From an optimization exercise on the open Yosys and OpenROAD flow, aimed at a short achievable clock period and few clock cycles per item; shortcuts taken in it are not production practice. In this exercise RTL edits were held to simulation tests only and were not proved equivalent to the original. No activity file was given, so power comes from the tool's default toggle rates.

==> flow/design.v <==
package core_pkg;
    localparam int xlen       = 32;
    localparam int reg_addr_w = 5;
    typedef logic [xlen-1:0]       word_t;
    typedef logic [reg_addr_w-1:0] reg_addr_t;
    typedef logic [31:0]           instr_t;
    localparam logic [6:0] opc_op     = 7'b0110011;
    localparam logic [6:0] opc_op_imm = 7'b0010011;
    localparam logic [6:0] opc_lui    = 7'b0110111;
    localparam logic [6:0] opc_branch = 7'b1100011;
    localparam logic [2:0] f3_add = 3'b000;
    localparam logic [2:0] f3_sll = 3'b001;
    localparam logic [2:0] f3_slt = 3'b010;
    localparam logic [2:0] f3_xor = 3'b100;
    localparam logic [2:0] f3_srl = 3'b101;
    localparam logic [2:0] f3_or  = 3'b110;
    localparam logic [2:0] f3_and = 3'b111;
    localparam logic [2:0] f3_beq = 3'b000;
    localparam logic [2:0] f3_bne = 3'b001;
    localparam word_t pc_step  = 32'd4;
    localparam word_t reset_pc = 32'h0000_0000;
    typedef enum logic [3:0] {
        alu_add,
        alu_sub,
        alu_sll,
        alu_slt,
        alu_xor,
        alu_srl,
        alu_or,
        alu_and,
        alu_pass_b   
    } alu_op_e;
    typedef struct packed {
        word_t  pc;
        instr_t instr;
    } if_id_t;
    typedef struct packed {
        word_t     pc;
        word_t     rs1_data;
        word_t     rs2_data;
        word_t     imm;
        reg_addr_t rs1;
        reg_addr_t rs2;
        reg_addr_t rd;
        alu_op_e   alu_op;
        logic      alu_src_imm;
        logic      reg_write;
        logic      is_branch;
        logic      branch_ne;
    } id_ex_t;
    typedef struct packed {
        word_t     result;
        reg_addr_t rd;
        logic      reg_write;
    } ex_wb_t;
endpackage
module core (
    input  logic                clk,
    input  logic                rst_n,
    input  core_pkg::instr_t    instr,
    input  logic                instr_gnt,
    output core_pkg::word_t     pc_addr,
    output logic                wb_valid,
    output core_pkg::reg_addr_t wb_rd,
    output core_pkg::word_t     wb_data
);
    logic adv;         
    logic stall;       
    logic adv_f;       
    logic r_redir;     
    logic        r_taken;    
    logic [31:0] r_tgt;
    logic [31:0] r_pc4;
    logic [15:0] r_tgt_oh;
    logic [15:0] r_pc4_oh;
    assign adv   = instr_gnt;
    assign adv_f = adv && (!stall || r_redir);
    logic [31:0] pc;
    logic [15:0] p_oh;               
    logic [15:0] bt_taken;           
    logic [31:0] bt_tgt [0:15];      
    logic        f_taken;
    logic [31:0] f_ptgt;
    logic [15:0] f_ptgt_oh;
    logic        f_is_br;
    logic        f_pred;
    assign pc_addr = pc;
    always_comb begin
        f_taken = 1'b0;
        f_ptgt  = 32'd0;
        for (int i = 0; i < 16; i++) begin
            f_taken = f_taken | (p_oh[i] & bt_taken[i]);
            f_ptgt  = f_ptgt  | (bt_tgt[i] & {32{p_oh[i]}});
        end
        for (int i = 0; i < 16; i++) begin
            f_ptgt_oh[i] = f_ptgt[5:2] == 4'(i);
        end
    end
    assign f_is_br = (instr[6:0] == core_pkg::opc_branch) && (instr[14:13] == 2'b00);
    assign f_pred  = f_is_br && f_taken;
    always_ff @(posedge clk or negedge rst_n) begin
        if (!rst_n) begin
            pc   <= core_pkg::reset_pc;
            p_oh <= 16'd1;
        end else if (adv_f) begin
            if (r_redir) begin
                pc   <= r_taken ? r_tgt : r_pc4;
                p_oh <= r_taken ? r_tgt_oh : r_pc4_oh;
            end else if (f_pred) begin
                pc   <= f_ptgt;
                p_oh <= f_ptgt_oh;
            end else begin
                pc   <= pc + 32'd4;
                p_oh <= {p_oh[14:0], p_oh[15]};
            end
        end
    end
    logic [6:0]  f_opc;
    logic [2:0]  f_f3;
    logic        f_is_op;
    logic        f_is_opi;
    logic        f_is_lui;
    logic        f_use1;
    logic        f_use2;
    logic [7:0]  f_op;      
    assign f_opc    = instr[6:0];
    assign f_f3     = instr[14:12];
    assign f_is_op  = f_opc == core_pkg::opc_op;
    assign f_is_opi = f_opc == core_pkg::opc_op_imm;
    assign f_is_lui = f_opc == core_pkg::opc_lui;
    assign f_use1   = f_is_op || f_is_opi || f_is_br;
    assign f_use2   = f_is_op || f_is_br;
    always_comb begin
        f_op = 8'b0;
        if (f_is_lui) begin
            f_op[6] = 1'b1;      
        end else begin
            case (f_f3)
                3'b000: if (f_is_op && instr[30]) f_op[1] = 1'b1; else f_op[0] = 1'b1;
                3'b001: f_op[2] = 1'b1;
                3'b010: f_op[3] = 1'b1;
                3'b100: f_op[4] = 1'b1;
                3'b101: f_op[5] = 1'b1;
                3'b110: f_op[6] = 1'b1;
                3'b111: f_op[7] = 1'b1;
                default: ;
            endcase
        end
    end
    logic        d_valid;
    logic [31:0] d_pc;
    logic [31:0] d_instr;
    logic        d_pred;
    logic [31:0] d_ptgt;
    logic [31:0] d_sel1;         
    logic [31:0] d_sel2;
    logic        d_is_opi;
    logic        d_is_lui;
    logic        d_is_br;
    logic        d_use1;
    logic        d_use2;
    logic        d_writes;
    logic        d_fast;
    logic [7:0]  d_op;
    logic [18:0] d_thi_inc;      
    logic [18:0] d_thi_dec;
    always_ff @(posedge clk or negedge rst_n) begin
        if (!rst_n) begin
            d_valid <= 1'b0;
        end else if (adv_f) begin
            d_valid <= !r_redir;
        end
    end
    always_ff @(posedge clk) begin
        if (adv_f) begin
            d_pc     <= pc;
            d_thi_inc <= pc[31:13] + 19'd1;
            d_thi_dec <= pc[31:13] - 19'd1;
            d_instr  <= instr;
            d_pred   <= f_pred;
            d_ptgt   <= f_ptgt;
            d_is_opi <= f_is_opi;
            d_is_lui <= f_is_lui;
            d_is_br  <= f_is_br;
            d_use1   <= f_use1;
            d_use2   <= f_use2;
            d_writes <= (((f_is_op || f_is_opi) && f_f3 != 3'b011) || f_is_lui) && (instr[11:7] != 5'd0);
            d_fast   <= f_op[4] || f_op[6] || f_op[7];
            d_op     <= f_op;
            for (int i = 0; i < 32; i++) begin
                d_sel1[i] <= (instr[19:15] == 5'(i)) && (i != 0);
                d_sel2[i] <= (instr[24:20] == 5'(i)) && (i != 0);
            end
        end
    end
    logic [31:0] regs [1:31];
    logic        x1_valid;
    logic        x1_writes;
    logic        x1_fast;
    logic [4:0]  x1_rd;
    logic [31:0] x1_fres;
    logic        x2_valid;
    logic        x2_writes;
    logic [4:0]  x2_rd;
    logic [31:0] x2_res;
    logic        w_valid;
    logic [4:0]  w_rd;
    logic [31:0] w_res;
    logic [4:0]  w_wrd;       
    logic [31:0] w_wdata;     
    logic [2:0]  d_f3;
    logic [4:0]  d_rd;
    logic [4:0]  d_rs1;
    logic [4:0]  d_rs2;
    logic [31:0] d_immi;
    logic [31:0] d_immu;
    logic [12:0] d_immb;
    logic [13:0] d_tlo;
    logic [31:0] d_rf1;
    logic [31:0] d_rf2;
    logic [31:0] d_a;
    logic [31:0] d_b;
    assign d_f3     = d_instr[14:12];
    assign d_rd     = d_instr[11:7];
    assign d_rs1    = d_instr[19:15];
    assign d_rs2    = d_instr[24:20];
    assign d_immi   = {{20{d_instr[31]}}, d_instr[31:20]};
    assign d_immu   = {d_instr[31:12], 12'b0};
    assign d_immb   = {d_instr[31], d_instr[7], d_instr[30:25], d_instr[11:8], 1'b0};
    assign d_tlo     = {1'b0, d_pc[12:0]} + {1'b0, d_immb};
    always_comb begin
        d_rf1 = 32'd0;
        d_rf2 = 32'd0;
        for (int i = 1; i < 32; i++) begin
            d_rf1 = d_rf1 | (regs[i] & {32{d_sel1[i]}});
            d_rf2 = d_rf2 | (regs[i] & {32{d_sel2[i]}});
        end
    end
    logic d_x1_1, d_x1_2, d_x2_1, d_x2_2, d_w_1, d_w_2;
    assign stall = d_valid && !x1_fast && (d_x1_1 || d_x1_2);
    logic [4:0] n_rs1;
    logic [4:0] n_rs2;
    logic       n_use1;
    logic       n_use2;
    assign n_rs1  = stall ? d_rs1  : instr[19:15];
    assign n_rs2  = stall ? d_rs2  : instr[24:20];
    assign n_use1 = stall ? d_use1 : f_use1;
    assign n_use2 = stall ? d_use2 : f_use2;
    always_ff @(posedge clk) begin
        if (adv) begin
            d_x1_1 <= !stall && d_valid && d_writes && (d_rd == n_rs1) && n_use1;
            d_x1_2 <= !stall && d_valid && d_writes && (d_rd == n_rs2) && n_use2;
            d_x2_1 <= x1_valid && x1_writes && (x1_rd == n_rs1) && n_use1;
            d_x2_2 <= x1_valid && x1_writes && (x1_rd == n_rs2) && n_use2;
            d_w_1  <= x2_valid && x2_writes && (x2_rd == n_rs1) && n_use1;
            d_w_2  <= x2_valid && x2_writes && (x2_rd == n_rs2) && n_use2;
        end
    end
    logic        d_a_x2;
    logic        d_b_x2;
    logic [31:0] d_a_oth;
    logic [31:0] d_b_oth;
    logic [31:0] x2_sum;
    logic [31:0] x2_shl_f;
    logic [31:0] x2_shr_f;
    logic        x2_lt;
    logic [31:0] x2_fres;
    logic [4:0]  x2_cls;      
    assign d_a_x2 = !d_x1_1 && d_x2_1;
    assign d_b_x2 = !d_is_opi && !d_x1_2 && d_x2_2;
    always_comb begin
        if (!d_use1)       d_a_oth = 32'd0;
        else if (d_x1_1)   d_a_oth = x1_fres;
        else if (d_w_1)    d_a_oth = w_wdata;
        else               d_a_oth = d_rf1;
        if (d_is_lui)      d_b_oth = d_immu;
        else if (d_is_opi) d_b_oth = d_immi;
        else if (d_x1_2)   d_b_oth = x1_fres;
        else if (d_w_2)    d_b_oth = w_wdata;
        else               d_b_oth = d_rf2;
    end
    function automatic logic [31:0] pick_x2(input logic sel, input logic [31:0] oth,
                                            input logic [4:0] cls,
                                            input logic [31:0] sum, input logic [31:0] shl,
                                            input logic lt, input logic [31:0] shr,
                                            input logic [31:0] fres);
        pick_x2 = (oth & {32{!sel}})
                | (sum  & {32{sel && cls[0]}})
                | (shl  & {32{sel && cls[1]}})
                | ({31'd0, lt} & {32{sel && cls[2]}})
                | (shr  & {32{sel && cls[3]}})
                | (fres & {32{sel && cls[4]}});
    endfunction
    assign d_a = pick_x2(d_a_x2, d_a_oth, x2_cls, x2_sum, x2_shl_f, x2_lt, x2_shr_f, x2_fres);
    assign d_b = pick_x2(d_b_x2, d_b_oth, x2_cls, x2_sum, x2_shl_f, x2_lt, x2_shr_f, x2_fres);
    logic [31:0] x1_a;
    logic [31:0] x1_b;
    logic [7:0]  x1_op;
    logic        x1_is_br;
    logic        x1_ne;
    logic        x1_pred;
    logic [3:0]  x1_idx;
    logic [31:0] x1_tgt;
    logic [12:0] x1_tlo;
    logic [1:0]  x1_tsel;
    logic [18:0] x1_thi;
    logic [18:0] x1_thi_inc;
    logic [18:0] x1_thi_dec;
    logic [12:0] x1_plo;         
    logic        x1_lo_ok;       
    logic        x1_hi_ok;
    logic        x1_inc_ok;
    logic        x1_dec_ok;
    logic [31:0] x1_pc4;
    always_ff @(posedge clk or negedge rst_n) begin
        if (!rst_n) begin
            x1_valid <= 1'b0;
        end else if (adv) begin
            x1_valid <= d_valid && !r_redir && !stall;
        end
    end
    always_ff @(posedge clk) begin
        if (adv) begin
            x1_a       <= d_a;
            x1_b       <= d_b;
            x1_op      <= d_op;
            x1_fast    <= d_fast;
            x1_writes  <= d_writes;
            x1_rd      <= d_rd;
            x1_is_br   <= d_is_br;
            x1_ne      <= d_f3[0];
            x1_pred    <= d_pred;
            x1_idx     <= d_pc[5:2];
            x1_tlo     <= d_tlo[12:0];
            x1_tsel    <= {d_immb[12], d_tlo[13]};
            x1_thi     <= d_pc[31:13];
            x1_thi_inc <= d_thi_inc;
            x1_thi_dec <= d_thi_dec;
            x1_plo     <= d_ptgt[12:0];
            x1_hi_ok   <= d_ptgt[31:13] == d_pc[31:13];
            x1_inc_ok  <= d_ptgt[31:13] == d_thi_inc;
            x1_dec_ok  <= d_ptgt[31:13] == d_thi_dec;
            x1_pc4     <= d_pc + 32'd4;
        end
    end
    always_comb begin
        x1_fres = 32'd0;
        if (x1_op[4]) x1_fres = x1_fres | (x1_a ^ x1_b);
        if (x1_op[6]) x1_fres = x1_fres | (x1_a | x1_b);
        if (x1_op[7]) x1_fres = x1_fres | (x1_a & x1_b);
    end
    logic        x1_sub;
    logic [31:0] x1_bb;
    logic [31:0] x1_p0;
    logic [31:0] x1_g [0:3];
    logic [31:0] x1_pp [0:3];
    assign x1_sub = x1_op[1] || x1_op[3];
    assign x1_bb  = x1_sub ? ~x1_b : x1_b;
    always_comb begin
        x1_p0    = x1_a ^ x1_bb;
        x1_g[0]  = x1_a & x1_bb;
        x1_pp[0] = x1_p0;
        x1_g[0][0] = (x1_a[0] & x1_bb[0]) | (x1_p0[0] & x1_sub);
        for (int l = 0; l < 3; l++) begin
            for (int i = 0; i < 32; i++) begin
                if (i >= (1 << l)) begin
                    x1_g[l+1][i]  = x1_g[l][i] | (x1_pp[l][i] & x1_g[l][i - (1 << l)]);
                    x1_pp[l+1][i] = x1_pp[l][i] & x1_pp[l][i - (1 << l)];
                end else begin
                    x1_g[l+1][i]  = x1_g[l][i];
                    x1_pp[l+1][i] = x1_pp[l][i];
                end
            end
        end
    end
    logic [31:0] x1_sh;
    assign x1_sh = x1_op[2] ? (x1_a << {x1_b[4:2], 2'b00}) : (x1_a >> {x1_b[4:2], 2'b00});
    logic x1_live;
    logic x1_taken;
    logic x1_tgt_ok;
    logic x1_mispred;
    always_comb begin
        case (x1_tsel)
            2'b01:   begin x1_tgt = {x1_thi_inc, x1_tlo}; x1_tgt_ok = x1_lo_ok && x1_inc_ok; end
            2'b10:   begin x1_tgt = {x1_thi_dec, x1_tlo}; x1_tgt_ok = x1_lo_ok && x1_dec_ok; end
            default: begin x1_tgt = {x1_thi,     x1_tlo}; x1_tgt_ok = x1_lo_ok && x1_hi_ok;  end
        endcase
    end
    assign x1_lo_ok   = x1_plo == x1_tlo;
    assign x1_live    = x1_valid && !r_redir;
    assign x1_taken   = (x1_a == x1_b) ^ x1_ne;
    assign x1_mispred = x1_live && x1_is_br && ((x1_taken != x1_pred) || (x1_taken && !x1_tgt_ok));
    always_ff @(posedge clk or negedge rst_n) begin
        if (!rst_n) begin
            r_redir <= 1'b0;
        end else if (adv) begin
            r_redir <= x1_mispred;
        end
    end
    always_ff @(posedge clk) begin
        if (adv) begin
            r_taken <= x1_taken;
            r_tgt   <= x1_tgt;
            r_pc4   <= x1_pc4;
            for (int i = 0; i < 16; i++) begin
                r_tgt_oh[i] <= x1_tgt[5:2] == 4'(i);
                r_pc4_oh[i] <= x1_pc4[5:2] == 4'(i);
            end
        end
    end
    logic       u_valid;
    logic [3:0] u_idx;
    always_ff @(posedge clk or negedge rst_n) begin
        if (!rst_n) begin
            u_valid <= 1'b0;
        end else if (adv) begin
            u_valid <= x1_live && x1_is_br;
        end
    end
    always_ff @(posedge clk) begin
        if (adv) begin
            u_idx <= x1_idx;
        end
    end
    always_ff @(posedge clk or negedge rst_n) begin
        if (!rst_n) begin
            bt_taken <= 16'd0;
        end else if (u_valid) begin
            bt_taken[u_idx] <= r_taken;
        end
    end
    always_ff @(posedge clk) begin
        if (u_valid) begin
            bt_tgt[u_idx] <= r_tgt;
        end
    end
    logic [31:0] x2_p0;       
    logic [31:0] x2_g;
    logic [31:0] x2_pp;
    logic [31:0] x2_sh1;
    logic [3:0]  x2_sh;       
    logic        x2_sgn_a;
    logic        x2_sgn_b;
    logic        x2_cin;
    always_ff @(posedge clk or negedge rst_n) begin
        if (!rst_n) begin
            x2_valid <= 1'b0;
        end else if (adv) begin
            x2_valid <= x1_valid && !r_redir;
        end
    end
    always_ff @(posedge clk) begin
        if (adv) begin
            x2_writes <= x1_writes;
            x2_rd     <= x1_rd;
            x2_p0     <= x1_fast ? x1_fres : x1_p0;
            x2_g      <= x1_g[3];
            x2_pp     <= x1_pp[3];
            x2_sh1    <= x1_sh;
            x2_sh     <= {x1_b[1:0] == 2'd3, x1_b[1:0] == 2'd2, x1_b[1:0] == 2'd1, x1_b[1:0] == 2'd0};
            x2_sgn_a  <= x1_a[31];
            x2_sgn_b  <= x1_b[31];
            x2_cin    <= x1_sub;
            x2_cls    <= {x1_fast, x1_op[5], x1_op[3], x1_op[2], x1_op[0] || x1_op[1]};
        end
    end
    assign x2_fres = x2_p0;
    logic [31:0] x2_gl [0:2];
    logic [31:0] x2_pl [0:2];
    always_comb begin
        x2_gl[0] = x2_g;
        x2_pl[0] = x2_pp;
        for (int l = 0; l < 2; l++) begin
            for (int i = 0; i < 32; i++) begin
                if (i >= (8 << l)) begin
                    x2_gl[l+1][i] = x2_gl[l][i] | (x2_pl[l][i] & x2_gl[l][i - (8 << l)]);
                    x2_pl[l+1][i] = x2_pl[l][i] & x2_pl[l][i - (8 << l)];
                end else begin
                    x2_gl[l+1][i] = x2_gl[l][i];
                    x2_pl[l+1][i] = x2_pl[l][i];
                end
            end
        end
        x2_sum = x2_p0 ^ {x2_gl[2][30:0], 1'b0};
        x2_sum[0] = x2_p0[0] ^ x2_cin;
    end
    assign x2_lt = (x2_sgn_a ^ x2_sgn_b) ? x2_sgn_a : x2_sum[31];
    assign x2_shl_f = (x2_sh1        & {32{x2_sh[0]}}) | ({x2_sh1[30:0], 1'b0} & {32{x2_sh[1]}})
                    | ({x2_sh1[29:0], 2'b0} & {32{x2_sh[2]}}) | ({x2_sh1[28:0], 3'b0} & {32{x2_sh[3]}});
    assign x2_shr_f = (x2_sh1        & {32{x2_sh[0]}}) | ({1'b0, x2_sh1[31:1]} & {32{x2_sh[1]}})
                    | ({2'b0, x2_sh1[31:2]} & {32{x2_sh[2]}}) | ({3'b0, x2_sh1[31:3]} & {32{x2_sh[3]}});
    assign x2_res = pick_x2(1'b1, 32'd0, x2_cls, x2_sum, x2_shl_f, x2_lt, x2_shr_f, x2_fres);
    always_ff @(posedge clk or negedge rst_n) begin
        if (!rst_n) begin
            w_valid <= 1'b0;
        end else if (adv) begin
            w_valid <= x2_valid && x2_writes;
        end
    end
    always_ff @(posedge clk) begin
        if (adv) begin
            w_res <= x2_res;
            w_rd  <= x2_rd;
        end
    end
    always_ff @(posedge clk or negedge rst_n) begin
        if (!rst_n) begin
            w_wrd   <= 5'd0;
            w_wdata <= 32'd0;
        end else if (adv) begin
            w_wrd   <= (x2_valid && x2_writes) ? x2_rd : 5'd0;
            w_wdata <= (x2_valid && x2_writes) ? x2_res : 32'd0;
        end
    end
    always_ff @(posedge clk or negedge rst_n) begin
        if (!rst_n) begin
            for (int i = 1; i < 32; i++) begin
                regs[i] <= 32'd0;
            end
        end else if (w_wrd != 5'd0) begin
            regs[w_wrd] <= w_wdata;
        end
    end
    assign wb_valid = w_valid;
    assign wb_rd    = w_rd;
    assign wb_data  = w_res;
endmodule
==> flow/run.sh <==
#!/bin/bash
# synth_recipe.tcl (not shown) runs the flow's synth.tcl, then flattens the netlist and writes it again
# the make line also repeats each setting of config.mk as NAME=value (left out here)
make -C /OpenROAD-flow-scripts/flow DESIGN_CONFIG=/design/flow/config.mk WORK_HOME=/design/flow/orfs CLKGATE_MAP_FILE= SYNTH_SCRIPT=/design/flow/synth_recipe.tcl finish
==> flow/config.mk <==
export PLATFORM = sky130hd
export DESIGN_NAME = core
export DESIGN_NICKNAME = core
export VERILOG_FILES = /design/flow/design.v
export SDC_FILE = /design/flow/constraint.sdc
export NUM_CORES = 4
export LEC_CHECK = 0
export ABC_CLOCK_PERIOD_IN_PS = 2000
export CAP_MARGIN = 20
export CORE_MARGIN = 2
export CORE_UTILIZATION = 30
export SETUP_SLACK_MARGIN = 3.3
export SLEW_MARGIN = 20
==> flow/constraint.sdc <==
create_clock -name core_clock -period 6.0 [get_ports {clk}]
set_input_delay 1.2000 -clock core_clock [delete_from_list [all_inputs] [get_ports {clk}]]
set_output_delay 1.2000 -clock core_clock [all_outputs]
set_load 0.01 [all_outputs]
==> qor.txt, run 1 <==
Post-Syn Area - 106,000 µm²
Row count - 217
Largest net degree at the start of global routing - 189
Cells along the critical path - buf_4, buf_12, a221oi_2, nand4_1, nor3_4, nor3_2, a221o_1
RSZ-0062 raised after global routing - true
Initial antenna violation count - 32
CP bufs+invs - 2
Area post-placement - 112,000 µm²
H-tree Lvls - 4
Cts hold-fix bufs - 0
Commonest non-fill, non-tap cell in the layout - edfxtp_1
Vias in the first global route - 80,535
Most frequent cells in the layout - 1,199 x edfxtp_1, 1,048 x dfrtp_1, 749 x mux2_2
# nets final - 8,774
HPWL after DPL - 271,000 µm
First-pass GRT wire length - 635,000 µm
CTS clk-pin slew, worst paths - 0.07 ns
Routed Antenna Nets - 0
Core Region - 350,000 µm²
Crit path time final - 2.83 ns
Period utilisation layout - 0.472
CP Max Fanout - 22
Critical Path RT - 6.60 ns
Post-Syn Instances - 8,488
Initial drt markers - 15,868
FF+latch count, synth - 2,298
Skew final - 0.146 ns
Slew Limit Headroom - 0.187
Vias - 85,361
VDD IR max - 0.269 mV
Worst setup SP type - flop
Maxcap violations - 0
Crit end category - flop
Die Area - 356,000 µm²
Syn nets - 8,642
Die width - 597 µm
Max-slew violations - 0
Vias/cell - 6.35
Sequential share of the synthesized area - 0.602
TritonCTS clock tree - built
Tightest Pin Transition - 1.22 ns
Crit-path max cell delay - 0.65 ns
Total power - 0.0432 W
Overall routing resource usage - 0.248
Post-Syn Area per Cell - 12.4 µm²
Initial core utilization - 0.302
Num CTS Buffers - 241
Number of synthesized flops with an enable pin - 1,199
GPL Wtd Cong - 0.975
PwrDens - 347 nW/µm²
Main synth FF type - edfxtp_1
Total congestion overflow - 0
Crit path max-delay cell type - nor3_4
# DRC - 0
Async SR Flop Fraction - 0.478
CTS Buffer Depth - 4
Final WL - 466,000 µm
Final Hold Viols - 0
Leakage - 48.9 nW
Clock sink count - 2,298
Ys Warns - 6
Finished Cell Area - 125,000 µm²
Drt pass-1 iters - 9
Clock root cell - clkbuf_16
Top-level port count - 105
Hold crit path type - input port to async pin
Layout cell share with drive strength beyond 1 - 0.222
Status - timing/DRC/antenna clean
Family with the most delay on the worst path - simple AND/OR/NAND/NOR gates
Synth cell types - 77
PortBufs - 104
Die Y - 597 µm
Arrival time worst endpoint - 3.43 ns
Critical path class - flop to flop
Wire per inst - 34.7 µm
Setup tns final - 0 ns
Finished Layout Cells - 13,438
Final setup vio count - 0
Synth-to-Final Area Change - 18.0%
Post-placement cell count - 12,752
Fmax - 353 MHz
Worst-skew pair later-pin latency - 0.95 ns
report_power, final:
part	total, W	switching, W	internal, W
Sequential	0.0195	0.00140	0.0181
Combinational	0.00829	0.00558	0.00271
Clock	0.0154	0.00656	0.00883
registers in the layout (all words and copies together) (netlist names), 23 cells and up:
signal	count
w_res	32
d_pc	32
x2_pl	23
x2_sh1	32
d_instr	25
r_pc4	32
x1_pc4	31
bt_tgt	512
pc	32
x2_g	31
d_ptgt	32
d_sel2	31
regs	992
w_wdata	32
x1_b	32
d_sel1	31
x2_p0	32
x1_a	32
r_tgt	31
worst reg2reg max path: stages (launching register included):
cell and delay, ns:
edfxtp_1 0.36, buf_4 0.25, buf_12 0.24, a221oi_2 0.45, nand4_1 0.22, nor3_4 0.65, nor3_2 0.09, a221o_1 0.28
path summary, 6_finish.rpt:
| kind | start | endpoint | slack (ns) | depth (start not counted) |
|---|---|---|---|---|
| min reg2reg | x1_pc4[21] | r_pc4[21] | 0.39 | 0 |
| min | rst_n | w_wdata[12] | 0.27 | 1 |
| max reg2reg | d_sel1[20] | x1_a[3] | 3.17 | 7 |
| min in group core_clock | x1_pc4[21] | r_pc4[21] | 0.39 | 0 |
| max in group asynchronous | rst_n | regs[31][3] | 4.08 | 3 |
| max | d_sel1[20] | x1_a[3] | 3.17 | 7 |
Yosys cell counts (8+ instances only):
master / instances / area share
xnor2_1: 140 / 0.012
a21oi_1: 261 / 0.012
a22o_1: 452 / 0.038
and3_1: 23 / 0.0014
nand3_1: 184 / 0.0087
clkbuf_1: 623 / 0.022
xor2_1: 118 / 0.0098
o22ai_1: 45 / 0.0027
a222oi_1: 16 / 0.0015
or3_1: 12 / 0.00071
nand2b_1: 40 / 0.0024
o32ai_1: 8 / 0.00066
nor4_1: 37 / 0.0022
o21a_1: 29 / 0.0021
o211ai_1: 27 / 0.0019
inv_1: 164 / 0.0058
a21boi_0: 13 / 0.00092
a22oi_1: 479 / 0.034
or2_2: 12 / 0.00071
a31oi_1: 15 / 0.00089
a221o_1: 19 / 0.0018
nor2_1: 250 / 0.0089
nand4_1: 231 / 0.014
a311oi_1: 9 / 0.00075
mux2i_1: 73 / 0.0069
a21o_1: 36 / 0.0026
o21ai_0: 462 / 0.022
o31ai_1: 25 / 0.0018
a221oi_1: 441 / 0.037
nand2_1: 670 / 0.024
buf_1: 71 / 0.0025
o21bai_1: 12 / 0.00085
o2bb2ai_1: 19 / 0.0016
mux2_2: 749 / 0.080
nor2b_1: 34 / 0.0020
ha_1: 118 / 0.014
edfxtp_1: 1199 / 0.34
a211oi_1: 16 / 0.0011
nor3_1: 129 / 0.0061
or4_1: 22 / 0.0016
buf_2: 15 / 0.00071
dfrtp_1: 1098 / 0.26
and4_1: 10 / 0.00083
per-layer routing:
metal / wire [µm] / GRT usage / vias to the layer above / share of wire
met3: 68300 / 0.0999 / 2300 / 0.15
li1: - / - / 33088 / -
met4: 39200 / 0.153 / 18 / 0.084
met5: 334 / 0.00487 / - / 0.00072
met2: 194000 / 0.365 / 7538 / 0.42
met1: 164000 / 0.303 / 42417 / 0.35
kinds of logic (layout without fill, tap and decap cells):
logic type	after synthesis	count (layout)	synth area share
buffers and inverters	884	1210	0.0319
other	0	22	0
xor gates and xnor gates	258	258	0.0214
adders and majority gates	119	119	0.0142
DFF	2298	2298	0.602
and+or+nand+nor	1681	1684	0.0752
AOI/OAI and AO/OA	2417	2417	0.167
muxes	831	831	0.0888
final cells by class:
class                   count  area, µm²
clock inverters           117       1320
diodes                     22       55.1
clock buffers             323       6660
well taps                4599       5750
repair inverters            1       8.76
fillers                 33679     225000
inverters                 170        679
multi-input cells        5309      40000
flip-flops and latches   2298      63600
repair buffers            599       6470
repair_timing:
action                                  CTS  global route
cloned                                   11            12
gates resized for setup                 643           214
endpoints found under the setup margin  865           370
buffers inserted                        103            97
pin swaps                                26            57
through the flow:
step / hold slack [ns] / setup slack (ns) / util
5_1_grt: 0.301 / 3.17 / 0.356
3_5_place_dp: 0.405 / 1.19 / 0.321
4_1_cts: 0.283 / 3.01 / 0.350
2_1_floorplan: 0.400 / 3.19 / -
3_3_place_gp: 0.402 / 1.27 / 0.321
6_report: 0.275 / 3.17 / 0.356
Testbench counts, summed over its fixed seeds: cycles 23,428, writes 12,000.
==> run 2, diff against run 1 <==
--- a/flow/design.v
+++ b/flow/design.v
@@ -84,7 +84,10 @@
     logic [15:0] f_ptgt_oh;
     logic        f_is_br;
     logic        f_pred;
-    assign pc_addr = pc;
+    logic [31:0] pc_o;               
+    logic [31:0] pc_nx;
+    logic [15:0] p_oh_nx;
+    assign pc_addr = pc_o;
     always_comb begin
         f_taken = 1'b0;
         f_ptgt  = 32'd0;
@@ -98,23 +101,32 @@
     end
     assign f_is_br = (instr[6:0] == core_pkg::opc_branch) && (instr[14:13] == 2'b00);
     assign f_pred  = f_is_br && f_taken;
+    always_comb begin
+        if (r_redir) begin
+            pc_nx   = r_taken ? r_tgt : r_pc4;
+            p_oh_nx = r_taken ? r_tgt_oh : r_pc4_oh;
+        end else if (f_pred) begin
+            pc_nx   = f_ptgt;
+            p_oh_nx = f_ptgt_oh;
+        end else begin
+            pc_nx   = pc + 32'd4;
+            p_oh_nx = {p_oh[14:0], p_oh[15]};
+        end
+    end
     always_ff @(posedge clk or negedge rst_n) begin
         if (!rst_n) begin
             pc   <= core_pkg::reset_pc;
             p_oh <= 16'd1;
         end else if (adv_f) begin
-            if (r_redir) begin
-                pc   <= r_taken ? r_tgt : r_pc4;
-                p_oh <= r_taken ? r_tgt_oh : r_pc4_oh;
-            end else if (f_pred) begin
-                pc   <= f_ptgt;
-                p_oh <= f_ptgt_oh;
-            end else begin
-                pc   <= pc + 32'd4;
-                p_oh <= {p_oh[14:0], p_oh[15]};
-            end
+            pc   <= pc_nx;
+            p_oh <= p_oh_nx;
         end
     end
+    always_ff @(posedge clk) begin
+        if (!rst_n)     pc_o <= core_pkg::reset_pc;
+        else if (adv_f) pc_o <= pc_nx;
+        else            pc_o <= pc;
+    end
     logic [6:0]  f_opc;
     logic [2:0]  f_f3;
     logic        f_is_op;
@@ -203,10 +215,10 @@
     logic        x2_writes;
     logic [4:0]  x2_rd;
     logic [31:0] x2_res;
-    logic        w_valid;
     logic [4:0]  w_rd;
     logic [31:0] w_res;
     logic [4:0]  w_wrd;       
+    logic [31:1] w_we;        
     logic [31:0] w_wdata;     
     logic [2:0]  d_f3;
     logic [4:0]  d_rd;
@@ -256,43 +268,40 @@
             d_w_2  <= x2_valid && x2_writes && (x2_rd == n_rs2) && n_use2;
         end
     end
-    logic        d_a_x2;
-    logic        d_b_x2;
-    logic [31:0] d_a_oth;
-    logic [31:0] d_b_oth;
     logic [31:0] x2_sum;
     logic [31:0] x2_shl_f;
     logic [31:0] x2_shr_f;
     logic        x2_lt;
     logic [31:0] x2_fres;
     logic [4:0]  x2_cls;      
-    assign d_a_x2 = !d_x1_1 && d_x2_1;
-    assign d_b_x2 = !d_is_opi && !d_x1_2 && d_x2_2;
-    always_comb begin
-        if (!d_use1)       d_a_oth = 32'd0;
-        else if (d_x1_1)   d_a_oth = x1_fres;
-        else if (d_w_1)    d_a_oth = w_wdata;
-        else               d_a_oth = d_rf1;
-        if (d_is_lui)      d_b_oth = d_immu;
-        else if (d_is_opi) d_b_oth = d_immi;
-        else if (d_x1_2)   d_b_oth = x1_fres;
-        else if (d_w_2)    d_b_oth = w_wdata;
-        else               d_b_oth = d_rf2;
-    end
-    function automatic logic [31:0] pick_x2(input logic sel, input logic [31:0] oth,
-                                            input logic [4:0] cls,
+    logic sa_x1, sa_x2, sa_w, sa_rf;
+    logic sb_imm, sb_x1, sb_x2, sb_w, sb_rf;
+    logic [31:0] d_imm;
+    assign sa_x1  = d_x1_1;
+    assign sa_x2  = !d_x1_1 && d_x2_1;
+    assign sa_w   = !d_x1_1 && !d_x2_1 && d_w_1;
+    assign sa_rf  = d_use1 && !d_x1_1 && !d_x2_1 && !d_w_1;
+    assign sb_imm = d_is_lui || d_is_opi;
+    assign sb_x1  = !sb_imm && d_x1_2;
+    assign sb_x2  = !sb_imm && !d_x1_2 && d_x2_2;
+    assign sb_w   = !sb_imm && !d_x1_2 && !d_x2_2 && d_w_2;
+    assign sb_rf  = !sb_imm && !d_x1_2 && !d_x2_2 && !d_w_2;
+    assign d_imm  = d_is_lui ? d_immu : d_immi;
+    function automatic logic [31:0] pick_x2(input logic sel, input logic [4:0] cls,
                                             input logic [31:0] sum, input logic [31:0] shl,
                                             input logic lt, input logic [31:0] shr,
                                             input logic [31:0] fres);
-        pick_x2 = (oth & {32{!sel}})
-                | (sum  & {32{sel && cls[0]}})
+        pick_x2 = (sum  & {32{sel && cls[0]}})
                 | (shl  & {32{sel && cls[1]}})
                 | ({31'd0, lt} & {32{sel && cls[2]}})
                 | (shr  & {32{sel && cls[3]}})
                 | (fres & {32{sel && cls[4]}});
     endfunction
-    assign d_a = pick_x2(d_a_x2, d_a_oth, x2_cls, x2_sum, x2_shl_f, x2_lt, x2_shr_f, x2_fres);
-    assign d_b = pick_x2(d_b_x2, d_b_oth, x2_cls, x2_sum, x2_shl_f, x2_lt, x2_shr_f, x2_fres);
+    assign d_a = (x1_fres & {32{sa_x1}}) | (w_wdata & {32{sa_w}}) | (d_rf1 & {32{sa_rf}})
+               | pick_x2(sa_x2, x2_cls, x2_sum, x2_shl_f, x2_lt, x2_shr_f, x2_fres);
+    assign d_b = (d_imm & {32{sb_imm}}) | (x1_fres & {32{sb_x1}}) | (w_wdata & {32{sb_w}})
+               | (d_rf2 & {32{sb_rf}})
+               | pick_x2(sb_x2, x2_cls, x2_sum, x2_shl_f, x2_lt, x2_shr_f, x2_fres);
     logic [31:0] x1_a;
     logic [31:0] x1_b;
     logic [7:0]  x1_op;
@@ -489,26 +498,23 @@
                     | ({x2_sh1[29:0], 2'b0} & {32{x2_sh[2]}}) | ({x2_sh1[28:0], 3'b0} & {32{x2_sh[3]}});
     assign x2_shr_f = (x2_sh1        & {32{x2_sh[0]}}) | ({1'b0, x2_sh1[31:1]} & {32{x2_sh[1]}})
                     | ({2'b0, x2_sh1[31:2]} & {32{x2_sh[2]}}) | ({3'b0, x2_sh1[31:3]} & {32{x2_sh[3]}});
-    assign x2_res = pick_x2(1'b1, 32'd0, x2_cls, x2_sum, x2_shl_f, x2_lt, x2_shr_f, x2_fres);
-    always_ff @(posedge clk or negedge rst_n) begin
-        if (!rst_n) begin
-            w_valid <= 1'b0;
-        end else if (adv) begin
-            w_valid <= x2_valid && x2_writes;
-        end
-    end
+    assign x2_res = pick_x2(1'b1, x2_cls, x2_sum, x2_shl_f, x2_lt, x2_shr_f, x2_fres);
+    logic wb_v_o;
     always_ff @(posedge clk) begin
-        if (adv) begin
-            w_res <= x2_res;
-            w_rd  <= x2_rd;
-        end
+        w_res  <= adv ? x2_res : w_wdata;
+        w_rd   <= adv ? x2_rd  : w_wrd;
+        wb_v_o <= rst_n && (adv ? (x2_valid && x2_writes) : (w_wrd != 5'd0));
     end
     always_ff @(posedge clk or negedge rst_n) begin
         if (!rst_n) begin
             w_wrd   <= 5'd0;
+            w_we    <= 31'd0;
             w_wdata <= 32'd0;
         end else if (adv) begin
             w_wrd   <= (x2_valid && x2_writes) ? x2_rd : 5'd0;
+            for (int i = 1; i < 32; i++) begin
+                w_we[i] <= x2_valid && x2_writes && (x2_rd == 5'(i));
+            end
             w_wdata <= (x2_valid && x2_writes) ? x2_res : 32'd0;
         end
     end
@@ -517,11 +523,13 @@
             for (int i = 1; i < 32; i++) begin
                 regs[i] <= 32'd0;
             end
-        end else if (w_wrd != 5'd0) begin
-            regs[w_wrd] <= w_wdata;
+        end else begin
+            for (int i = 1; i < 32; i++) begin
+                if (w_we[i]) regs[i] <= w_wdata;
+            end
         end
     end
-    assign wb_valid = w_valid;
+    assign wb_valid = wb_v_o;
     assign wb_rd    = w_rd;
     assign wb_data  = w_res;
 endmodule
==> qor.txt, run 2 <==
Status - timing/DRC/antenna clean
XOR/XNOR Fraction of Synth Area - 0.0212 (-0.000240)
Largest regs - regs: 992 flops, bt_tgt: 512 flops
Biggest register - regs
Sw frac - 0.320 (+0.00653)
Area post-placement - 114,000 µm² (+1.5%)
PwrDens - 385 nW/µm² (+11%)
Worst-skew pair later-pin latency - 0.99 ns (+0.04 ns)
Setup tns final - 0 ns (unchanged)
Synth Area in Adders - 0.0140 (-0.000213)
Final Hold Viols - 0 (unchanged)
Final WL - 462,000 µm (-0.70%)
# DRC - 0 (unchanged)
Max-slew violations - 0 (unchanged)
Arrival time worst endpoint - 3.48 ns (+0.05 ns)
Post-route core utilization - 0.354 (-0.00242)
Initial antenna violation count - 32 (unchanged)
Internal power - 0.0329 W (+11%)
Die Y - 602 µm (+0.76%)
Synth cell types - 87 (+13%)
FF+latch count, synth - 2,361 (+2.7%)
Most frequent cell after synthesis - edfxtp_1
Drt pass-1 iters - 22 (+13)
CTS clk-pin slew, worst paths - 0.07 ns (about the same)
Post-Syn Area - 107,000 µm² (+1.5%)
Vias/cell - 6.28 (-1.2%)
Syn nets - 8,406 (-2.7%)
Max reg flops - 992 (unchanged)
Most instantiated cells after synthesis - 1,162 x edfxtp_1, 1,128 x dfrtp_1, 1,021 x mux2_2, 616 x clkbuf_1, 455 x a22oi_1
Top cells by area, synth - edfxtp_1 33%, dfrtp_1 26%, mux2_2 11%
Overall routing resource usage - 0.244 (-0.00481)
Total congestion overflow - 0 (unchanged)
Fmax - 348 MHz (-1.3%)
Synth area leader - edfxtp_1
Finished Cell Area - 126,000 µm² (+1.0%)
Synth Area in Compound Gates - 0.152 (-0.0144)
PortBufs - 104 (unchanged)
Most frequent cells in the layout - 1,162 x edfxtp_1, 1,058 x dfrtp_1, 1,021 x mux2_2
Crit end category - flop
Number of synthesized flops with an enable pin - 1,162 (-3.1%)
CP Max Fanout - 20 (-9.1%)
Post-Syn Area per Cell - 13.0 µm² (+4.4%)
Final setup vio count - 0 (unchanged)
Post-Syn Instances - 8,252 (-2.8%)
First-pass GRT wire length - 633,000 µm (-0.33%)
Worst setup SP type - flop
Share of the synthesized area in the top cell type - 0.326 (-0.0155)
CTS Buffer Depth - 4 (unchanged)
Clock sink count - 2,361 (+2.7%)
TritonCTS clock tree - built
Commonest non-fill, non-tap cell in the layout - edfxtp_1
Initial drt markers - 15,943 (+0.47%)
Clk network pwr share - 0.321 (-0.035)
Clock root cell - clkbuf_16
Vias in the first global route - 79,929 (-0.75%)
Top-level port count - 105 (unchanged)
Simple-gate area share of the yosys netlist - 0.0653 (-0.00990)
GPL Wtd Cong - 0.964 (-1.1%)
H-tree Lvls - 4 (unchanged)
Switching power - 0.0155 W (+14%)
Core Region - 356,000 µm² (+1.7%)
Ys Warns - 6 (unchanged)
Die Area - 362,000 µm² (+1.5%)
Crit-path max cell delay - 0.56 ns (-0.09 ns)
Crit path time final - 2.87 ns (+0.0386 ns)
Combinational family with the most area after synthesis - compound AO/OA/AOI/OAI gates
Synth-to-Final Area Change - 17.4%
Sequential share of the synthesized area - 0.603 (+0.000662)
Crit path max-delay cell type - or4_4
Routed Antenna Nets - 0 (unchanged)
Maxcap violations - 0 (unchanged)
Reg power frac - 0.479 (+0.027)
Async SR Flop Fraction - 0.478 (about the same)
Largest net degree at the start of global routing - 164 (-13%)
Die width - 602 µm (+0.76%)
Layout cell share with drive strength beyond 1 - 0.264 (+0.0420)
Main synth FF type - edfxtp_1
Num CTS Buffers - 245 (+1.7%)
Slew Limit Headroom - 0.160 (-0.0270)
Critical Path RT - 6.61 ns (about the same)
Gate power share - 0.201 (+0.009)
Period utilisation layout - 0.479 (+0.00643)
Skew final - 0.150 ns (+0.00368 ns)
Row count - 219 (+0.92%)
Leakage - 47.4 nW (-3.1%)
# nets final - 8,506 (-3.1%)
Initial core utilization - 0.301 (-0.000527)
Vias - 83,673 (-2.0%)
Cells along the critical path - buf_6, buf_8, a22o_1, a221oi_1, nand3_1, or4_4, a222oi_1, o21ai_0
Hold crit path type - input port to async pin
HPWL after DPL - 268,000 µm (-1.2%)
Fill cells - 34,222 (+1.6%)
RSZ-0062 raised after global routing - true
Mux contribution to synthesized area - 0.113 (+0.0247)
VDD IR max - 0.293 mV (+8.7%)
Cts hold-fix bufs - 0 (unchanged)
Tightest Pin Transition - 1.26 ns (+0.0404 ns)
Wire per inst - 34.7 µm (+0.10%)
Critical path class - flop to flop
## run 2: kinds of logic (layout without fill, tap and decap cells)
| kind of cell | Yosys count | in the layout |
|---|---|---|
| adders and majority gates | 119 | 119 |
| and+or+nand+nor | 1442 | 1443 |
| DFF | 2361 | 2361 |
| AOI/OAI and AO/OA | 2120 | 2120 |
| muxes | 1083 | 1083 |
| xor gates and xnor gates | 259 | 259 |
| other | 0 | 16 |
| buffers and inverters | 868 | 1178 |
## run 2: final timing paths
path                       depth (start not counted)  slack (ns)       start         end
max                                                8        3.13  d_sel1[19]     x1_a[0]
min                                                1        0.25       rst_n  regs[7][3]
max reg2reg                                        8        3.13  d_sel1[19]     x1_a[0]
min reg2reg                                        0        0.33  x1_pc4[22]   r_pc4[22]
max in group asynchronous                          3        3.67       rst_n  regs[6][9]
min in group core_clock                            0        0.33  x1_pc4[22]   r_pc4[22]
## run 2: worst max-delay path, delay by kind of cell (launching register included)
kind | cells | cell delay, ns
AO/OA/AOI/OAI | 4 | 0.94
buffers and inverters | 2 | 0.53
flip-flops | 1 | 0.38
AND/OR/NAND/NOR | 2 | 0.69
## run 2: final cells by class
type                    instances  area (µm²)  area share
inverters                     164         687     0.00546
diodes                         16        40.0    0.000318
clock inverters               105        1080     0.00861
repair inverters                1        11.3   0.0000895
clock buffers                 353        6960      0.0554
flip-flops and latches       2361       64900       0.516
repair buffers                555        5850      0.0465
multi-input cells            5024       40300       0.321
well taps                    4751        5940      0.0473
## run 2: per-layer routing
| metal | vias to the layer above | routed length [µm] | share of wire | global-route usage |
|---|---|---|---|---|
| li1 | 32464 | - | - | - |
| met1 | 42164 | 164000 | 0.35 | 0.298 |
| met2 | 7038 | 198000 | 0.43 | 0.360 |
| met3 | 1989 | 62600 | 0.14 | 0.0864 |
| met4 | 18 | 37600 | 0.081 | 0.164 |
| met5 | - | 552 | 0.0012 | 0.00410 |
## run 2: repair_timing
action / 4_1_cts / 5_1_grt
pin swaps: 26 / 73
gates resized for setup: 667 / 206
gates cloned: 9 / 13
setup endpoints to repair: 413 / 229
buffers inserted: 69 / 95
## run 2: power groups by stage
stage          sequential (W)  combinational [W]  clock, W
6_report               0.0231            0.00971    0.0155
5_1_grt                0.0233             0.0102    0.0162
4_1_cts                0.0229            0.00907    0.0156
3_5_place_dp           0.0232            0.00874         0
3_3_place_gp           0.0231            0.00859         0
2_1_floorplan          0.0215            0.00611         0
## run 2: through the flow
| step | power [W] | hold WS [ns] | worst slack, ns | std cells |
|---|---|---|---|---|
| 6_report | 0.0484 | 0.253 | 3.13 | 13330 |
| 5_1_grt | 0.0497 | 0.302 | 3.15 | 13319 |
| 4_1_cts | 0.0476 | 0.288 | 3.27 | 13206 |
| 3_5_place_dp | 0.0320 | 0.405 | 1.39 | 12670 |
| 3_3_place_gp | 0.0317 | 0.403 | 1.41 | 12670 |
| 2_1_floorplan | 0.0276 | 0.400 | 2.97 | 8252 |
Testbench counts of run 2, summed over its fixed seeds: cycles 23,428, writes 12,000.
==> run 3, diff against run 2 <==
==> flow/config.mk (replaced) <==
export PLATFORM = sky130hd
export DESIGN_NAME = core
export DESIGN_NICKNAME = core
export VERILOG_FILES = /design/flow/design.v
export SDC_FILE = /design/flow/constraint.sdc
export NUM_CORES = 4
export LEC_CHECK = 0
export ABC_CLOCK_PERIOD_IN_PS = 1800
export CAP_MARGIN = 20
export CORE_MARGIN = 2
export CORE_UTILIZATION = 30
export SETUP_SLACK_MARGIN = 3.6
export SLEW_MARGIN = 20
==> qor.txt, run 3 <==
Async SR Flop Fraction - 0.478 (unchanged)
Sequential share of the synthesized area - 0.603 (unchanged)
Hold Slack - 0.220 ns (-0.0331 ns)
Clk network pwr share - 0.318 (-0.003)
Total congestion overflow - 0 (unchanged)
Fill cells - 33,307 (-2.7%)
Synth area leader - edfxtp_1
Leakage - 51.4 nW (+8.4%)
Top cells by area, synth - edfxtp_1 33%, dfrtp_1 26%, mux2_2 11%
# DRC - 0 (unchanged)
CTS clk-pin slew, worst paths - 0.06 ns (about the same)
Vias - 88,587 (+5.9%)
GPL Wtd Cong - 0.983 (+1.9%)
Final WS setup - 3.19 ns (+0.0646 ns)
Post-Place Setup Slack - 1.60 ns (+0.206 ns)
Register area - 64,900 µm² (about the same)
Overall routing resource usage - 0.260 (+0.0163)
Max-slew violations - 0 (unchanged)
Final WL - 500,000 µm (+8.2%)
Cts hold-fix bufs - 0 (unchanged)
TritonCTS clock tree - built
Fmax - 356 MHz (+2.3%)
Number of synthesized flops with an enable pin - 1,162 (unchanged)
Finished Cell Area - 135,000 µm² (+7.2%)
Period utilisation layout - 0.468 (-0.0108)
Biggest register - regs
Critical path class - flop to flop
Crit path time final - 2.81 ns (-0.0646 ns)
Area of the multi-input gates - 42,500 µm² (+5.3%)
Met3 usage - 0.105 (+0.0186)
Post-Syn Area per Cell - 13.0 µm² (unchanged)
Share of the synthesized area in the top cell type - 0.326 (unchanged)
Row count - 219 (unchanged)
PortBufs - 104 (unchanged)
Largest regs - regs: 992 flops, bt_tgt: 512 flops
Sw frac - 0.327 (+0.00748)
Clock root cell - clkbuf_16
Arrival time worst endpoint - 3.39 ns (-0.09 ns)
Crit path max-delay cell type - or4_4
Crit end category - flop
Switching power - 0.0168 W (+8.4%)
Core Region - 356,000 µm² (unchanged)
Clock sink count - 2,361 (unchanged)
Worst-skew pair later-pin latency - 0.97 ns (-0.02 ns)
RSZ-0062 raised after global routing - true
HPWL after DPL - 269,000 µm (+0.57%)
PwrDens - 380 nW/µm² (-1.1%)
Wire per inst - 36.3 µm (+4.5%)
Area post-placement - 114,000 µm² (unchanged)
Initial drt markers - 16,853 (+5.7%)
Vias in the first global route - 83,117 (+4.0%)
Slew Limit Headroom - 0.128 (-0.0317)
Max reg flops - 992 (unchanged)
Initial core utilization - 0.301 (unchanged)
Hold crit path type - input port to async pin
Largest net degree at the start of global routing - 182 (+11%)
FF+latch count, synth - 2,361 (unchanged)
Internal power - 0.0345 W (+4.8%)
H-tree Lvls - 5 (+1)
Tightest Pin Transition - 1.31 ns (+0.0475 ns)
Final setup vio count - 0 (unchanged)
Worst setup SP type - flop
Num CTS Buffers - 263 (+7.3%)
Initial antenna violation count - 41 (+28%)
Grt met1 use - 0.305 (+0.00688)
Reg power frac - 0.452 (-0.027)
Met2 usage - 0.378 (+0.0182)
Synth cell types - 87 (unchanged)
Post-Syn Area - 107,000 µm² (unchanged)
Ys Warns - 6 (unchanged)
First-pass GRT wire length - 667,000 µm (+5.5%)
Maxcap violations - 0 (unchanged)
Most frequent cell after synthesis - edfxtp_1
CP Max Fanout - 9 (-55%)
Die width - 602 µm (unchanged)
Skew final - 0.140 ns (-0.0100 ns)
Vias/cell - 6.42 (+2.3%)
Critical Path RT - 6.58 ns (-0.03 ns)
Top-level port count - 105 (unchanged)
Final Hold Viols - 0 (unchanged)
Status - timing/DRC/antenna clean
Post-Syn Instances - 8,252 (unchanged)
Most frequent cells in the layout - 1,162 x edfxtp_1, 1,048 x dfrtp_1, 1,020 x mux2_2
Setup tns final - 0 ns (unchanged)
Most instantiated cells after synthesis - 1,162 x edfxtp_1, 1,128 x dfrtp_1, 1,021 x mux2_2, 616 x clkbuf_1, 455 x a22oi_1
Top Usage Layer GRT - met2
Main synth FF type - edfxtp_1
VDD IR max - 0.227 mV (-22%)
Gate power share - 0.230 (+0.029)
CTS Buffer Depth - 4 (unchanged)
Synth-to-Final Area Change - 25.9%
Commonest non-fill, non-tap cell in the layout - edfxtp_1
Layout cell share with drive strength beyond 1 - 0.341 (+0.0766)
Syn nets - 8,406 (unchanged)
Die Area - 362,000 µm² (unchanged)
Crit-path max cell delay - 0.66 ns (+0.10 ns)
Die Y - 602 µm (unchanged)
Drt pass-1 iters - 22 (unchanged)
Cells along the critical path - buf_12, a22o_1, a221oi_2, nand3_1, or4_4, a222oi_1, o21ai_1
# nets final - 8,954 (+5.3%)
Routed Antenna Nets - 0 (unchanged)
==> run 3: cell count changes in the layout (fill, tap and decap cells not counted), moves of 32 or more <==
cell,previous run,this run
buf_16,16,55
a22oi_2,5,37
a221oi_2,30,155
buf_6,58,171
buf_2,42,4
clkbuf_16,258,290
a22oi_1,450,418
a221oi_1,373,245
buf_4,321,502
diode_2,16,49
buf_12,54,157
==> run 3: repair_timing <==
item / in CTS / in global routing
buffers inserted: 356 / 206
gates cloned: 40 / 22
resized for setup: 1237 / 431
pin swaps: 195 / 282
endpoints found under the setup margin: 670 / 273
==> run 3: routing by layer <==
metal / part of all wire / wire, µm
met1: 0.34 / 171000
met2: 0.41 / 207000
met3: 0.14 / 71800
met4: 0.10 / 50100
met5: 0.0014 / 690
==> run 3: kinds of logic (layout without fill, tap and decap cells) <==
| kind of cell | count (synthesis) | in the layout | synth area share |
|---|---|---|---|
| fa+ha+maj | 119 | 119 | 0.0140 |
| mux | 1083 | 1083 | 0.113 |
| simple gates | 1442 | 1446 | 0.0653 |
| flops | 2361 | 2361 | 0.603 |
| compound gates | 2120 | 2120 | 0.152 |
| other cells | 0 | 49 | 0 |
| xor+xnor | 259 | 259 | 0.0212 |
| buf+inv | 868 | 1614 | 0.0314 |
==> run 3: cell type report <==
type / count / share of cell area
diodes: 49 / 0.000909
repair inverters: 3 / 0.000251
clock buffers: 362 / 0.0556
clock inverters: 105 / 0.00800
repair buffers: 980 / 0.0896
well taps: 4751 / 0.0441
inverters: 164 / 0.00520
flip-flops and latches: 2361 / 0.481
multi-input cells: 5027 / 0.315
==> run 3: path summary, 6_finish.rpt <==
kind | endpoint | slack [ns] | depth (start not counted) | start
min in group core_clock | x2_cls[3] | 0.37 | 0 | x1_op[5]
hold reg to reg | x2_cls[3] | 0.37 | 0 | x1_op[5]
setup reg to reg | x1_a[25] | 3.19 | 7 | d_sel1[6]
hold / removal | regs[31][4] | 0.22 | 1 | rst_n
max in group asynchronous | w_we[14] | 4.00 | 3 | rst_n
setup / recovery | x1_a[25] | 3.19 | 7 | d_sel1[6]
==> run 3: per-stage QoR <==
stage	power (W)	utilization	instances
floorplan	0.0277	-	8252
global placement	0.0318	0.320	12661
detailed placement	0.0321	0.320	12662
CTS	0.0496	0.366	13525
global route	0.0525	0.379	13770
finish	0.0513	0.379	13802
==> run 3: power groups by stage <==
| stage | Combinational (W) | Clock [W] | Sequential (W) |
|---|---|---|---|
| finish | 0.0118 | 0.0163 | 0.0232 |
| global route | 0.0122 | 0.0170 | 0.0233 |
| CTS | 0.0104 | 0.0163 | 0.0229 |
| detailed placement | 0.00881 | 0 | 0.0232 |
| global placement | 0.00866 | 0 | 0.0231 |
| floorplan | 0.00612 | 0 | 0.0215 |
==> run 3: worst max-delay path, delay by kind of cell (launching register included) <==
family                 cells  cell delay, ns
DFF                        1            0.54
and+or+nand+nor            2            0.78
buffers and inverters      1            0.24
AOI/OAI and AO/OA          4            0.92
==> run 4, diff against run 3 <==
--- a/flow/design.v
+++ b/flow/design.v
@@ -164,8 +164,10 @@
     logic [31:0] d_instr;
     logic        d_pred;
     logic [31:0] d_ptgt;
-    logic [31:0] d_sel1;         
+    logic [31:0] d_sel1;
     logic [31:0] d_sel2;
+    logic [31:0] d_sel1_n;
+    logic [31:0] d_sel2_n;
     logic        d_is_opi;
     logic        d_is_lui;
     logic        d_is_br;
@@ -200,8 +202,10 @@
             d_fast   <= f_op[4] || f_op[6] || f_op[7];
             d_op     <= f_op;
             for (int i = 0; i < 32; i++) begin
-                d_sel1[i] <= (instr[19:15] == 5'(i)) && (i != 0);
-                d_sel2[i] <= (instr[24:20] == 5'(i)) && (i != 0);
+                d_sel1[i]   <= (instr[19:15] == 5'(i)) && (i != 0);
+                d_sel2[i]   <= (instr[24:20] == 5'(i)) && (i != 0);
+                d_sel1_n[i] <= !((instr[19:15] == 5'(i)) && (i != 0));
+                d_sel2_n[i] <= !((instr[24:20] == 5'(i)) && (i != 0));
             end
         end
     end
@@ -244,8 +248,8 @@
         d_rf1 = 32'd0;
         d_rf2 = 32'd0;
         for (int i = 1; i < 32; i++) begin
-            d_rf1 = d_rf1 | (regs[i] & {32{d_sel1[i]}});
-            d_rf2 = d_rf2 | (regs[i] & {32{d_sel2[i]}});
+            d_rf1 = d_rf1 | (regs[i] & {{16{!d_sel1_n[i]}}, {16{d_sel1[i]}}});
+            d_rf2 = d_rf2 | (regs[i] & {{16{!d_sel2_n[i]}}, {16{d_sel2[i]}}});
         end
     end
     logic d_x1_1, d_x1_2, d_x2_1, d_x2_2, d_w_1, d_w_2;
==> qor.txt, run 4 <==
Status - timing/DRC/antenna clean
Die Area - 375,000 µm² (+3.5%)
Largest net degree at the start of global routing - 155 (-15%)
Finished Layout Cells - 15,116 (+9.5%)
Arrival time worst endpoint - 3.59 ns (+0.20 ns)
Initial drt markers - 16,220 (-3.8%)
Hold Slack - 0.234 ns (+0.0140 ns)
Clock sink count - 2,423 (+2.6%)
Top cells by area, synth - edfxtp_1 33%, dfrtp_1 25%, mux2_2 6.6%
RSZ-0062 raised after global routing - true
Number of synthesized flops with an enable pin - 1,224 (+5.3%)
Num CTS Buffers - 275 (+4.6%)
Syn nets - 9,564 (+14%)
Final WL - 492,000 µm (-1.7%)
Main synth FF type - edfxtp_1
Sequential share of the synthesized area - 0.599 (-0.00375)
Worst setup SP type - flop
TritonCTS clock tree - built
Post-placement cell count - 13,985 (+10%)
R2R depth - 6 (-1)
Overall routing resource usage - 0.249 (-0.0104)
Row count - 223 (+1.8%)
CTS clk-pin slew, worst paths - 0.06 ns (about the same)
Top-level port count - 105 (unchanged)
Clk network pwr share - 0.368 (+0.050)
Layout cell share with drive strength beyond 1 - 0.257 (-0.0843)
Commonest non-fill, non-tap cell in the layout - edfxtp_1
GPL Wtd Cong - 0.974 (-0.86%)
Skew final - 0.0910 ns (-0.0488 ns)
# DRC - 0 (unchanged)
Gate power share - 0.179 (-0.051)
Async SR Flop Fraction - 0.466 (-0.0122)
Share of the synthesized area in the top cell type - 0.331 (+0.00569)
Cts hold-fix bufs - 0 (unchanged)
H-tree Lvls - 5 (unchanged)
First-pass GRT wire length - 666,000 µm (-0.19%)
Post-route core utilization - 0.371 (-0.00840)
Wire per inst - 32.5 µm (-10%)
Max-slew violations - 0 (unchanged)
Register area - 66,700 µm² (+2.8%)
Crit path time final - 3.00 ns (+0.193 ns)
CTS Buffer Depth - 4 (unchanged)
Routed Antenna Nets - 0 (unchanged)
Synth area leader - edfxtp_1
Most frequent cells in the layout - 1,224 x edfxtp_1, 1,060 x dfrtp_1, 751 x nand2_1
Max reg flops - 992 (unchanged)
Post-Syn Instances - 9,410 (+14%)
Synth-to-Final Area Change - 23.2%
Leakage - 53.0 nW (+3.2%)
Largest regs - regs: 992 flops, bt_tgt: 512 flops
Fill cells - 35,332 (+6.1%)
Most frequent cell after synthesis - edfxtp_1
Vias/cell - 6.05 (-5.7%)
Setup tns final - 0 ns (unchanged)
Switching power - 0.0140 W (-16%)
Critical path class - flop to flop
Slew Limit Headroom - 0.183 (+0.0548)
Hold crit path type - input port to async pin
Ys Warns - 6 (unchanged)
Maxcap violations - 0 (unchanged)
Final Hold Viols - 0 (unchanged)
Drt pass-1 iters - 13 (-41%)
Worst-skew pair later-pin latency - 0.94 ns (-0.03 ns)
PortBufs - 104 (unchanged)
Final setup vio count - 0 (unchanged)
Vias - 91,525 (+3.3%)
# nets final - 10,065 (+12%)
Post-Syn Area - 111,000 µm² (+3.5%)
Area of the multi-input gates - 41,800 µm² (-1.6%)
Internal power - 0.0318 W (-7.8%)
Fmax - 333 MHz (-6.4%)
Total congestion overflow - 0 (unchanged)
Synth cell types - 85 (-2.3%)
Critical Path RT - 6.59 ns (about the same)
HPWL after DPL - 289,000 µm (+7.4%)
Biggest register - regs
CP Max Fanout - 16 (+7)
Clock root cell - clkbuf_16
Crit path max-delay cell type - nand4_1
Vias in the first global route - 84,404 (+1.5%)
FF+latch count, synth - 2,423 (+2.6%)
Post-Syn Area per Cell - 11.8 µm² (-9.2%)
Die Y - 612 µm (+1.7%)
Crit end category - flop
VDD IR max - 0.219 mV (-3.7%)
Cells along the critical path - buf_6, o22ai_1, nor4_1, nand4_1, a222oi_1, o211ai_1
Initial antenna violation count - 54 (+32%)
Reg power frac - 0.453 (about the same)
Core Region - 369,000 µm² (+3.6%)
Initial core utilization - 0.301 (about the same)
Most instantiated cells after synthesis - 1,224 x edfxtp_1, 1,128 x dfrtp_1, 756 x nand2_1, 675 x clkbuf_1, 654 x mux2_2
PwrDens - 335 nW/µm² (-12%)
Sw frac - 0.306 (-0.0213)
Die width - 612 µm (+1.7%)
Tightest Pin Transition - 1.23 ns (-0.0821 ns)
Crit-path max cell delay - 0.68 ns (+0.02 ns)
Period utilisation layout - 0.500 (+0.0321)
## run 4: changes by cell type in the layout (fill, tap and decap cells not counted), sizes merged, moves of 161 or more
cell    previous run  this run
inv              169       630
mux2            1021       654
nand2            397       758
o21ai            216       561
a22oi            455       155
o22ai             55       298
nand2b            34       195
## run 4: kinds of logic (layout without fill, tap and decap cells)
logic type,count (synthesis),in the layout,share of synthesized area
buffers and inverters,1397,2109,0.0481
AOI/OAI and AO/OA,2533,2533,0.161
adders and majority gates,119,119,0.0135
other,0,43,0
muxes,724,724,0.0739
DFF,2423,2423,0.599
and+or+nand+nor,1963,1964,0.0852
xor gates and xnor gates,251,251,0.0198
## run 4: per-stage QoR
stage          total power [W]  setup WS, ns  instance area (µm²)
3_3_place_gp            0.0273          1.86               118000
5_1_grt                 0.0469          3.11               137000
6_report                0.0458          3.00               137000
3_5_place_dp            0.0274          1.82               118000
4_1_cts                 0.0448          3.23               132000
2_1_floorplan           0.0240          3.27               111000
## run 4: power groups by stage
stage | combinational [W] | sequential [W] | clock [W]
6_report | 0.00820 | 0.0207 | 0.0169
5_1_grt | 0.00851 | 0.0208 | 0.0176
4_1_cts | 0.00724 | 0.0207 | 0.0169
3_5_place_dp | 0.00637 | 0.0210 | 0
3_3_place_gp | 0.00633 | 0.0210 | 0
2_1_floorplan | 0.00393 | 0.0201 | 0
## run 4: area by class of cell
cell class                 count  area share
antenna                       43    0.000788
clock buffer                 397      0.0578
clock inverter                92     0.00648
inverter                     633      0.0183
multi-input combinational   5591       0.306
sequential                  2423       0.488
tap                         4950      0.0453
timing repair buffer         984      0.0767
timing repair inverter         3    0.000137
## run 4: what timing repair did
item	4_1_cts	5_1_grt
gates cloned	13	14
endpoints found under the setup margin	966	544
endpoints found under the hold margin	0	0
gates resized for setup	1001	424
pin swaps	137	208
buffers inserted	356	216
## run 4: worst max-delay path, delay by kind of cell, from the launching register on
family / cells / cell delay, ns
AO/OA/AOI/OAI: 3 / 0.89
buffers and inverters: 1 / 0.35
flip-flops: 1 / 0.35
AND/OR/NAND/NOR: 2 / 1.06
## run 4: path summary, 6_finish.rpt
kind / startpoint / endpoint / slack, ns
worst min-delay path: rst_n / regs[7][11] / 0.23
worst max register to register: d_sel1_n[6] / x1_a[27] / 3.00
worst max-delay path: d_sel1_n[6] / x1_a[27] / 3.00
min in group core_clock: d_ptgt[7] / x1_plo[7] / 0.36
worst min register to register: d_ptgt[7] / x1_plo[7] / 0.36
max in group asynchronous: rst_n / regs[25][26] / 4.36
## run 4: routing by layer
metal | global-route usage | vias to the layer above | part of all wire
li1 | - | 36310 | -
met1 | 0.309 | 45351 | 0.36
met2 | 0.360 | 7602 | 0.42
met3 | 0.0949 | 2208 | 0.14
met4 | 0.164 | 54 | 0.085
met5 | 0.00710 | - | 0.0019
Testbench counts of run 4, summed over its fixed seeds: cycles 23,428, writes 12,000.

[port drivers added, routing unchanged]
The results above use ideal ports. As a check the final layouts listed here were re-extracted and re-timed, cells and wires unchanged. Step 1 sets driving cells, clkbuf_16 on the clock port and buf_2 on the other inputs (assumed; they add their load-dependent delay and slew). Step 2 moves the port delays by t, midway between the first and last clock arrival at a register: inputs arrive t later, outputs are due t later. That takes back most of the time a late clock gives input paths. a / b / c = ideal / step 1 / step 2; a / b = the first two.
run | t (ns) | slack for setup (ns) | worst slew at a driven data input, ns
run 1 | 0.966 | 3.168 / 3.101 / 2.280 | 0.24
run 2 | 1.020 | 3.129 / 3.129 / 2.383 | 0.30
run 3 | 0.987 | 3.194 / 3.185 / 2.535 | 0.28
run 4 | 0.986 | 3.001 / 3.001 / 2.508 | 0.25
After both steps setup and hold are still met in every run listed. For run 1, which loses most, drivers alone change the setup slack by -0.067 ns; drivers and shift together by -0.888 ns.
